Source: an optimization exercise on an open RTL-to-GDS flow (aim: small area, a short achievable clock period and few clock cycles per item). Production flows keep margins and buffers that such runs may drop. The RTL was checked by simulation tests, not by an equivalence proof against the original design.

--- flow/run.sh ---
#!/bin/bash
# synth_recipe.tcl (not shown) runs the flow's synth.tcl, then flattens the netlist and writes it again
# the make line also repeats each setting of config.mk as NAME=value (left out here)
make -C /OpenROAD-flow-scripts/flow DESIGN_CONFIG=/design/flow/config.mk WORK_HOME=/design/flow/orfs CLKGATE_MAP_FILE= SYNTH_SCRIPT=/design/flow/synth_recipe.tcl finish
--- flow/config.mk ---
export PLATFORM = sky130hd
export DESIGN_NAME = median_filter_range_scaler
export DESIGN_NICKNAME = median_filter_range_scaler
export VERILOG_FILES = /design/flow/design.v
export SDC_FILE = /design/flow/constraint.sdc
export NUM_CORES = 4
export LEC_CHECK = 0
export CAP_MARGIN = 20
export CORE_MARGIN = 2
export CORE_UTILIZATION = 40
export PLACE_DENSITY = 0.6
export SLEW_MARGIN = 20
--- flow/constraint.sdc ---
create_clock -name core_clock -period 7.5 [get_ports {clk}]
set_input_delay 1.5000 -clock core_clock [delete_from_list [all_inputs] [get_ports {clk}]]
set_output_delay 1.5000 -clock core_clock [all_outputs]
set_load 0.01 [all_outputs]
--- flow/design.v ---
package mfrs_pkg;
	localparam int WINDOW      = 5;
	localparam int SAMPLE_BITS = 10;
	localparam int REG_W       = 11;
	localparam int VAL_W       = 12;
	localparam int SLOT_W = (WINDOW > 1) ? $clog2(WINDOW) : 1;
	localparam int CNT_W  = $clog2(WINDOW + 1);
	localparam int MEDIAN_RANK = WINDOW / 2;
	localparam int CMP_W    = (SAMPLE_BITS > REG_W) ? SAMPLE_BITS : REG_W;
	localparam int PROD_W   = SAMPLE_BITS + REG_W;
	localparam int DIV_W    = PROD_W + (PROD_W % 2);
	localparam int DIV_STEPS = DIV_W / 2;
	localparam int STEP_W   = $clog2(DIV_STEPS);
	localparam int VAL_MAX_I = 2 ** (VAL_W - 1) - 1;
	localparam int VAL_MIN_MAG = 2 ** (VAL_W - 1);
	localparam int QUEUE_DEPTH = 2;
	localparam int QPTR_W = $clog2(QUEUE_DEPTH);
	localparam int QCNT_W = $clog2(QUEUE_DEPTH + 1);
	localparam int APB_DATA_W = 32;
	localparam int APB_ADDR_W = 5;
	localparam int REG_IDX_W  = 3;
	localparam logic [REG_IDX_W-1:0] REG_INPUT_LOW     = 3'd0;
	localparam logic [REG_IDX_W-1:0] REG_INPUT_HIGH    = 3'd1;
	localparam logic [REG_IDX_W-1:0] REG_OUTPUT_LOW    = 3'd2;
	localparam logic [REG_IDX_W-1:0] REG_OUTPUT_HIGH   = 3'd3;
	localparam logic [REG_IDX_W-1:0] REG_INVERT_ENABLE = 3'd4;
	localparam logic [REG_IDX_W-1:0] REG_DIGITAL_MODE  = 3'd5;
	localparam logic [REG_W-1:0] RST_INPUT_LOW   = 11'd0;
	localparam logic [REG_W-1:0] RST_INPUT_HIGH  = 11'd1024;
	localparam logic [REG_W-1:0] RST_OUTPUT_LOW  = 11'd0;
	localparam logic [REG_W-1:0] RST_OUTPUT_HIGH = 11'd127;
	typedef struct packed {
		logic [REG_W-1:0] input_low;
		logic [REG_W-1:0] input_high;
		logic [REG_W-1:0] output_low;
		logic [REG_W-1:0] output_high;
		logic             invert_enable;
		logic             digital_mode;
	} mfrs_cfg_t;
	localparam logic [1:0] F_IDLE = 2'd0;
	localparam logic [1:0] F_RANK = 2'd1;
	localparam logic [1:0] F_PUSH = 2'd2;
	localparam logic [2:0] B_IDLE = 3'd0;
	localparam logic [2:0] B_MUL  = 3'd1;
	localparam logic [2:0] B_DIV  = 3'd2;
	localparam logic [2:0] B_FIX  = 3'd3;
	localparam logic [2:0] B_OUT  = 3'd4;
endpackage
import mfrs_pkg::*;
module mfrs_front
(
	input  logic              clk,
	input  logic              arst_n,
	input  logic                   sample_valid,
	output logic                   sample_ready,
	input  logic [SAMPLE_BITS-1:0] sample,
	output logic                   med_valid,
	input  logic                   med_ready,
	output logic [SAMPLE_BITS-1:0] med_median
);
	logic [1:0] state_q, state_d;
	logic [WINDOW-1:0][SAMPLE_BITS-1:0] window_q;
	logic [SLOT_W-1:0]      slot_q;
	logic [SLOT_W-1:0]      cand_q;
	logic [SAMPLE_BITS-1:0] median_q;
	logic [SAMPLE_BITS-1:0] cand;
	logic [CNT_W-1:0]       less_cnt;
	logic [CNT_W-1:0]       leq_cnt;
	logic                   hit;
	logic                   last_cand;
	logic                   take;
	always_comb begin
		cand     = window_q[cand_q];
		less_cnt = '0;
		leq_cnt  = '0;
		for (int j = 0; j < WINDOW; j++) begin
			less_cnt = less_cnt + CNT_W'(window_q[j] < cand);
			leq_cnt  = leq_cnt + CNT_W'(window_q[j] <= cand);
		end
		hit = (less_cnt <= CNT_W'(MEDIAN_RANK)) && (CNT_W'(MEDIAN_RANK) < leq_cnt);
		last_cand = (cand_q == SLOT_W'(WINDOW - 1));
	end
	always_comb begin
		state_d = state_q;
		unique case (state_q)
			F_IDLE: begin
				if (sample_valid) state_d = F_RANK;
			end
			F_RANK: begin
				if (hit || last_cand) state_d = F_PUSH;
			end
			F_PUSH: begin
				if (med_ready) state_d = F_IDLE;
			end
			default: state_d = F_IDLE;
		endcase
	end
	always_comb begin
		sample_ready = (state_q == F_IDLE);
		med_valid    = (state_q == F_PUSH);
		med_median   = median_q;
		take            = sample_valid && sample_ready;
	end
	always_ff @(posedge clk or negedge arst_n) begin
		if (!arst_n) begin
			state_q <= F_IDLE;
			slot_q  <= '0;
			cand_q  <= '0;
			for (int i = 0; i < WINDOW; i++) window_q[i] <= '0;
		end else begin
			state_q <= state_d;
			if (take) begin
				window_q[slot_q] <= sample;
				slot_q <= (slot_q == SLOT_W'(WINDOW - 1)) ? '0 : SLOT_W'(slot_q + 1'b1);
				cand_q <= '0;
			end else if (state_q == F_RANK) begin
				cand_q <= SLOT_W'(cand_q + 1'b1);
			end
		end
	end
	always_ff @(posedge clk) begin
		if (state_q == F_RANK && (hit || last_cand)) median_q <= cand;
	end
endmodule
import mfrs_pkg::*;
module mfrs_queue
(
	input  logic       clk,
	input  logic       arst_n,
	input  logic                   wr_valid,
	output logic                   wr_ready,
	input  logic [SAMPLE_BITS-1:0] wr_median,
	output logic                   rd_valid,
	input  logic                   rd_ready,
	output logic [SAMPLE_BITS-1:0] rd_median
);
	logic [QUEUE_DEPTH-1:0][SAMPLE_BITS-1:0] data_q;
	logic [QPTR_W-1:0]      wr_ptr_q;
	logic [QPTR_W-1:0]      rd_ptr_q;
	logic [QCNT_W-1:0]      count_q;
	logic                   push;
	logic                   pop;
	always_comb begin
		wr_ready  = (count_q != QCNT_W'(QUEUE_DEPTH));
		rd_valid  = (count_q != '0);
		rd_median = data_q[rd_ptr_q];
		push         = wr_valid && wr_ready;
		pop          = rd_valid && rd_ready;
	end
	always_ff @(posedge clk or negedge arst_n) begin
		if (!arst_n) begin
			wr_ptr_q <= '0;
			rd_ptr_q <= '0;
			count_q  <= '0;
		end else begin
			if (push) wr_ptr_q <= QPTR_W'(wr_ptr_q + 1'b1);
			if (pop) rd_ptr_q <= QPTR_W'(rd_ptr_q + 1'b1);
			if (push && !pop) count_q <= QCNT_W'(count_q + 1'b1);
			else if (pop && !push) count_q <= QCNT_W'(count_q - 1'b1);
		end
	end
	always_ff @(posedge clk) begin
		if (push) data_q[wr_ptr_q] <= wr_median;
	end
endmodule
import mfrs_pkg::*;
module mfrs_back
(
	input  logic        clk,
	input  logic        arst_n,
	input  mfrs_pkg::mfrs_cfg_t cfg,
	input  logic                    med_valid,
	output logic                    med_ready,
	input  logic [SAMPLE_BITS-1:0]  med_median,
	output logic                    result_valid,
	input  logic                    result_ready,
	output logic [SAMPLE_BITS-1:0]  result_filtered,
	output logic signed [VAL_W-1:0] result_value,
	output logic                    result_valid_res
);
	logic [2:0] state_q, state_d;
	logic [SAMPLE_BITS-1:0]  med_q;
	logic [SAMPLE_BITS-1:0]  diff_q;
	logic [REG_W-1:0]        mag_q;
	logic                    neg_q;
	logic [REG_W-1:0]        den_q;
	logic [DIV_W-1:0]        dq_q;
	logic [REG_W-1:0]        rem_q;
	logic [STEP_W-1:0]       step_q;
	logic signed [VAL_W-1:0] res_q;
	logic                    vres_q;
	logic                    scaled_q;
	logic                    out_valid_q;
	logic [SAMPLE_BITS-1:0]  out_filt_q;
	logic signed [VAL_W-1:0] out_value_q;
	logic                    out_vres_q;
	logic                    pop;
	logic                    in_range;
	logic                    span_zero;
	logic [CMP_W-1:0]        med_ext;
	logic signed [REG_W:0]   out_span;
	logic [DIV_W-1:0]        dq_next;
	logic [REG_W-1:0]        rem_next;
	logic [REG_W:0]          rem_try;
	logic [DIV_W:0]          neg_mag;
	logic signed [VAL_W-1:0] fix_val;
	logic signed [VAL_W:0]   inv_diff;
	logic [VAL_W:0]          inv_abs;
	logic signed [VAL_W-1:0] final_val;
	logic                    last_step;
	logic                    load_out;
	always_comb begin
		med_ext   = CMP_W'(med_median);
		in_range  = (med_ext >= CMP_W'(cfg.input_low)) && (med_ext <= CMP_W'(cfg.input_high));
		span_zero = (cfg.input_high == cfg.input_low);
		out_span  = $signed({1'b0, cfg.output_high}) - $signed({1'b0, cfg.output_low});
		last_step = (step_q == STEP_W'(DIV_STEPS - 1));
	end
	always_comb begin
		dq_next  = dq_q;
		rem_next = rem_q;
		rem_try  = '0;
		for (int k = 0; k < 2; k++) begin
			rem_try = {rem_next, dq_next[DIV_W-1]};
			dq_next = {dq_next[DIV_W-2:0], 1'b0};
			if (rem_try >= {1'b0, den_q}) begin
				rem_try    = rem_try - {1'b0, den_q};
				dq_next[0] = 1'b1;
			end
			rem_next = rem_try[REG_W-1:0];
		end
	end
	always_comb begin
		neg_mag = {1'b0, dq_q} + (DIV_W + 1)'(rem_q != '0);
		if (neg_q) begin
			if (neg_mag > (DIV_W + 1)'(VAL_MIN_MAG)) fix_val = VAL_W'(-VAL_MIN_MAG);
			else fix_val = VAL_W'(-$signed(neg_mag));
		end else begin
			if (dq_q > DIV_W'(VAL_MAX_I)) fix_val = VAL_W'(VAL_MAX_I);
			else fix_val = $signed(dq_q[VAL_W-1:0]);
		end
	end
	always_comb begin
		inv_diff = $signed({res_q[VAL_W-1], res_q}) - $signed({2'b00, cfg.output_high});
		inv_abs  = inv_diff[VAL_W] ? (VAL_W + 1)'(-inv_diff) : inv_diff;
		if (scaled_q && cfg.invert_enable) begin
			if (inv_abs > (VAL_W + 1)'(VAL_MAX_I)) final_val = VAL_W'(VAL_MAX_I);
			else final_val = $signed(inv_abs[VAL_W-1:0]);
		end else begin
			final_val = res_q;
		end
	end
	always_comb begin
		state_d = state_q;
		unique case (state_q)
			B_IDLE: begin
				if (med_valid) begin
					if (!cfg.digital_mode && in_range && !span_zero) state_d = B_MUL;
					else state_d = B_OUT;
				end
			end
			B_MUL: state_d = B_DIV;
			B_DIV: begin
				if (last_step) state_d = B_FIX;
			end
			B_FIX: state_d = B_OUT;
			B_OUT: begin
				if (!out_valid_q || result_ready) state_d = B_IDLE;
			end
			default: state_d = B_IDLE;
		endcase
	end
	always_comb begin
		med_ready        = (state_q == B_IDLE);
		pop                 = med_valid && med_ready;
		load_out            = (state_q == B_OUT) && (!out_valid_q || result_ready);
		result_valid     = out_valid_q;
		result_filtered  = out_filt_q;
		result_value     = out_value_q;
		result_valid_res = out_vres_q;
	end
	always_ff @(posedge clk or negedge arst_n) begin
		if (!arst_n) begin
			state_q     <= B_IDLE;
			step_q      <= '0;
			out_valid_q <= 1'b0;
		end else begin
			state_q <= state_d;
			if (state_q == B_MUL) step_q <= '0;
			else if (state_q == B_DIV) step_q <= STEP_W'(step_q + 1'b1);
			if (load_out) out_valid_q <= 1'b1;
			else if (result_ready) out_valid_q <= 1'b0;
		end
	end
	always_ff @(posedge clk) begin
		if (pop) begin
			med_q    <= med_median;
			diff_q   <= SAMPLE_BITS'(med_ext - CMP_W'(cfg.input_low));
			mag_q    <= out_span[REG_W] ? REG_W'(-out_span) : out_span[REG_W-1:0];
			neg_q    <= out_span[REG_W];
			den_q    <= REG_W'(cfg.input_high - cfg.input_low);
			scaled_q <= 1'b0;
			if (cfg.digital_mode) begin
				res_q  <= (med_median != '0) ? VAL_W'(1) : VAL_W'(-1);
				vres_q <= 1'b1;
			end else begin
				res_q  <= VAL_W'(-1);
				vres_q <= 1'b0;
			end
		end
		if (state_q == B_MUL) begin
			dq_q  <= DIV_W'(diff_q * mag_q);
			rem_q <= '0;
		end
		if (state_q == B_DIV) begin
			dq_q  <= dq_next;
			rem_q <= rem_next;
		end
		if (state_q == B_FIX) begin
			res_q    <= fix_val;
			vres_q   <= 1'b1;
			scaled_q <= 1'b1;
		end
		if (load_out) begin
			out_filt_q  <= med_q;
			out_value_q <= final_val;
			out_vres_q  <= vres_q;
		end
	end
endmodule
import mfrs_pkg::*;
module median_filter_range_scaler
(
	input  logic                  clk,
	input  logic                  arst_n,
	input  logic                  sample_valid,
	output logic                  sample_ready,
	input  logic [SAMPLE_BITS-1:0] sample,
	output logic                  result_valid,
	input  logic                  result_ready,
	output logic [SAMPLE_BITS-1:0] result_filtered,
	output logic signed [VAL_W-1:0] result_value,
	output logic                  result_valid_res,
	input  logic                  psel,
	input  logic                  penable,
	input  logic                  pwrite,
	input  logic [APB_ADDR_W-1:0] paddr,
	input  logic [APB_DATA_W-1:0] pwdata,
	output logic [APB_DATA_W-1:0] prdata,
	output logic                  pready
);
	mfrs_pkg::mfrs_cfg_t cfg_q;
	logic [REG_IDX_W-1:0] reg_idx;
	logic                 cfg_wr;
	logic                   front_med_valid;
	logic                   front_med_ready;
	logic [SAMPLE_BITS-1:0] front_med_median;
	logic                   back_med_valid;
	logic                   back_med_ready;
	logic [SAMPLE_BITS-1:0] back_med_median;
	assign pready  = 1'b1;
	assign reg_idx = paddr[APB_ADDR_W-1:2];
	assign cfg_wr  = psel && penable && pwrite && pready;
	always_comb begin
		unique case (reg_idx)
			REG_INPUT_LOW:     prdata = APB_DATA_W'(cfg_q.input_low);
			REG_INPUT_HIGH:    prdata = APB_DATA_W'(cfg_q.input_high);
			REG_OUTPUT_LOW:    prdata = APB_DATA_W'(cfg_q.output_low);
			REG_OUTPUT_HIGH:   prdata = APB_DATA_W'(cfg_q.output_high);
			REG_INVERT_ENABLE: prdata = APB_DATA_W'(cfg_q.invert_enable);
			REG_DIGITAL_MODE:  prdata = APB_DATA_W'(cfg_q.digital_mode);
			default:           prdata = '0;
		endcase
	end
	always_ff @(posedge clk or negedge arst_n) begin
		if (!arst_n) begin
			cfg_q.input_low     <= RST_INPUT_LOW;
			cfg_q.input_high    <= RST_INPUT_HIGH;
			cfg_q.output_low    <= RST_OUTPUT_LOW;
			cfg_q.output_high   <= RST_OUTPUT_HIGH;
			cfg_q.invert_enable <= 1'b0;
			cfg_q.digital_mode  <= 1'b0;
		end else if (cfg_wr) begin
			unique case (reg_idx)
				REG_INPUT_LOW:     cfg_q.input_low     <= pwdata[REG_W-1:0];
				REG_INPUT_HIGH:    cfg_q.input_high    <= pwdata[REG_W-1:0];
				REG_OUTPUT_LOW:    cfg_q.output_low    <= pwdata[REG_W-1:0];
				REG_OUTPUT_HIGH:   cfg_q.output_high   <= pwdata[REG_W-1:0];
				REG_INVERT_ENABLE: cfg_q.invert_enable <= pwdata[0];
				REG_DIGITAL_MODE:  cfg_q.digital_mode  <= pwdata[0];
				default: ;
			endcase
		end
	end
	mfrs_front u_front (
		.clk       (clk),
		.arst_n    (arst_n),
		.sample_valid (sample_valid),
		.sample_ready (sample_ready),
		.sample       (sample),
		.med_valid    (front_med_valid),
		.med_ready    (front_med_ready),
		.med_median   (front_med_median)
	);
	mfrs_queue u_queue (
		.clk    (clk),
		.arst_n (arst_n),
		.wr_valid  (front_med_valid),
		.wr_ready  (front_med_ready),
		.wr_median (front_med_median),
		.rd_valid  (back_med_valid),
		.rd_ready  (back_med_ready),
		.rd_median (back_med_median)
	);
	mfrs_back u_back (
		.clk       (clk),
		.arst_n    (arst_n),
		.cfg       (cfg_q),
		.med_valid        (back_med_valid),
		.med_ready        (back_med_ready),
		.med_median       (back_med_median),
		.result_valid     (result_valid),
		.result_ready     (result_ready),
		.result_filtered  (result_filtered),
		.result_value     (result_value),
		.result_valid_res (result_valid_res)
	);
endmodule
==> results.txt <==
critical path, cell delays in order, from the launching register on:
cell      delay (ns)
edfxtp_1        0.37
inv_1           0.20
ha_1            0.20
inv_1           0.05
fa_1            0.40
a21o_1          0.18
a21oi_2         0.21
o21bai_1        0.10
o221a_1         0.26
o21ai_0         0.26
nand2b_1        0.45
mux2i_1         0.40
inv_1           0.10
fa_1            0.44
nor2b_1         0.11
o21ai_0         0.09
a21boi_0        0.29
o21ai_0         0.23
a21oi_1         0.36
a41oi_1         0.21
nand2_1         0.56
mux2i_1         0.26
nor2_1          0.06
metal layers:
metal	routed length (µm)	share of wire (%)
met2	25900	46
met3	3200	5.7
met5	13	0.023
met1	26400	47
met4	904	1.6
cells by family after synthesis:
family | count (synthesis)
adder cells (fa/ha/maj) | 281
XOR/XNOR | 100
AND/OR/NAND/NOR | 717
AO/OA/AOI/OAI | 467
flip-flops | 259
buffers and inverters | 313
other | 2
multiplexers | 89
worst paths after layout:
check,startpoint,end,slack (ns)
hold / removal,u_back.med_q[6],u_back.out_filt_q[6],0.42
hold reg to reg,u_back.med_q[6],u_back.out_filt_q[6],0.42
setup reg to reg,u_back.dq_q[21],u_back.rem_q[2],1.40
setup / recovery,u_back.dq_q[21],u_back.rem_q[2],1.40
max in group asynchronous,arst_n,u_front.window_q[5],5.19
min in group asynchronous,arst_n,cfg_q[12],0.94
state kept, by name (all words and copies together), names as in the netlist, 4 cells and up, named ones only:
signal and count:
u_front.window_q 50, cfg_q 46, u_back.dq_q 22, u_back.out_value_q 12, u_back.res_q 12, u_back.den_q 11
u_back.mag_q 11, u_back.rem_q 11, u_back.diff_q 10, u_back.med_q 10, u_back.out_filt_q 10, u_front.median_q 10
u_back.step_q 4
through the flow:
stage	cells	util [%]	setup slack [ns]
after CTS	2964	44.5	1.49
final	2965	44.5	1.40
after detailed placement	2910	42.6	1.55
after global routing	2964	44.5	0.943
after floorplan	2248	-	1.93
after global placement	2910	42.6	1.61
cell type report:
class	count	share of cell area (%)
Sequential cell	259	30.8
Tap cell	688	3.69
Timing Repair Buffer	82	3.34
Inverter	205	3.30
Clock inverter	15	0.682
Multi-Input combinational cell	1676	54.6
Clock buffer	39	3.58
Antenna cell	1	0.0107
synth_stat cells, types with 36 or more instances:
cell	number	area share, %
a21oi_1	99	2.3
and2_1	62	1.8
clkbuf_1	71	1.3
dfrtp_1	108	13
edfxtp_1	141	20
fa_1	80	7.6
ha_1	201	12
inv_1	205	3.6
mux2_2	38	2.0
mux2i_1	36	1.7
nand2_1	259	4.6
nand3_1	54	1.3
nor2_1	157	2.8
nor2b_1	41	1.2
o21ai_0	117	2.8
xnor2_1	59	2.5
xor2_1	41	1.7
==> flow_summary.json <==
{
  "synth-simple-area-share_pct": 16.3,
  "top_usage_layer": "met2",
  "final_design_area_no_fill_um2": 23300,
  "cts_buffers": 29,
  "netlist_area_um2": 21100,
  "initial_utilization_pct": 40.3,
  "setup_viol": 0,
  "period_share_pct": 81.3,
  "fillers": 5021,
  "drt_iter0_drc": 1213,
  "antenna_found_initial": 1,
  "routed_wl_um": 56400,
  "cp-start-kind": "flip-flop",
  "row_count": 84,
  "cts_resized": 0,
  "yosys_warnings": 4,
  "rsz0062_at_grt": "no",
  "clock_latency_ns": 0.58,
  "cts_root_buffer": "clkbuf_16",
  "clkSinkCount": 259,
  "syn_to_final_growth_pct": 10.5,
  "fmax_mhz": 164,
  "worst_hold_path_type": "reg2reg",
  "hold_viol": 0,
  "ys_async_sr_fraction_pct": 44.8,
  "cap_violations": 0,
  "pin_count": 112,
  "slew_viol_final": 0,
  "ys.flop_type": "edfxtp_1",
  "synth_compound_area_share_pct": 14.7,
  "port_buffers": 66,
  "grtUsageMet1_pct": 29.6,
  "place_area_um2": 22300,
  "grt_overflow": 0,
  "synth_edf_count": 141,
  "drc_errors": 0,
  "cts_buffer_depth": 3,
  "reg2reg_depth": 22,
  "layout_commonest_cell": "nand2_1",
  "outcome": "timing/DRC/antenna clean",
  "synthMuxAreaShare_pct": 5.18,
  "hold_buffers": 0,
  "wl_per_cell_um": 19.0,
  "post-cts-setup-buffers": 0,
  "clkSlewWorstSetupHoldPaths_ns": 0.06,
  "num-nets-final": 2588,
  "met3_usage_pct": 2.66,
  "syn_area_per_cell_um2": 9.47,
  "drt-pass1-iter-count": 6,
  "drive_gt1_share_pct": 7.07,
  "hold_depth": 0,
  "die_x_um": 234,
  "synth_adder_area_share_pct": 19.5,
  "setup_tns_ns": 0,
  "postSynthCellCount": 2228,
  "synth_seq_cells": 259,
  "seq_area_frac_synth_pct": 34.1,
  "synth_top_family_by_area": "adder cells",
  "vias": 16500,
  "end_kind": "flip-flop",
  "slew_headroom_pct": 24.4,
  "cts_max_level": 1,
  "core_um2": 52300,
  "hpwl_um": 44700,
  "dieArea_um2": 54600,
  "multi_input_area_um2": 12700,
  "grt_pass1_wl_um": 89900,
  "cts_tree": "built",
  "crit_arrival_ns": 6.41,
  "hold_ws_ns": 0.417,
  "gp_congestion": 0.940,
  "skew_ns": 0.0183,
  "post-route-min-period_ns": 6.10,
  "grt_max_degree": 71,
  "grt_pass1_vias": 16300,
  "ys_types": 96,
  "ant_nets": 0,
  "seq_area_um2": 7190,
  "synth_xor_area_share_pct": 4.15,
  "grtUsageMet2_pct": 34.0,
  "worstPathMaxFanout": 14,
  "final_cell_mix": "nand2_1, inv_1, ha_1",
  "worst_pin_slew_ns": 1.13,
  "path_class": "reg2reg",
  "grt.total_usage_pct": 20.8,
  "dieHeight_um": 234,
  "critPathRequiredTime_ns": 7.81,
  "vias_per_cell": 5.55
}
Testbench counts, summed over its fixed seeds: cycles 56,869, items 3,840.

==> what the ideal ports hide <==
The results above use ideal ports. As a check the final layout listed here was re-extracted and re-timed, cells and wires unchanged. Step 1 (the two cells are an assumption about what drives the block):
set clk [get_ports {clk}]
set_driving_cell -lib_cell sky130_fd_sc_hd__clkbuf_16 $clk
set_driving_cell -lib_cell sky130_fd_sc_hd__buf_2 [delete_from_list [all_inputs] $clk]
Step 2 moves the port delays by t, midway between the first and last clock arrival at a register: inputs arrive t later, outputs are due t later. That takes back most of the time a late clock gives input paths. Slacks: ideal / step 1 / step 2; pairs: ideal / step 1.
t, ns: 0.631
slack for setup (ns): 1.401 / 1.401 / 1.401
hold slack, ns: 0.417 / 0.417 / 0.417
clock arrival spread, ns: 0.018 / 0.019
worst register clock-pin slew, ns: 0.07 / 0.07
After both steps this run still meets setup and hold. The setup slack of this run moves by 0.000 ns with the drivers and by 0.000 ns with both steps.
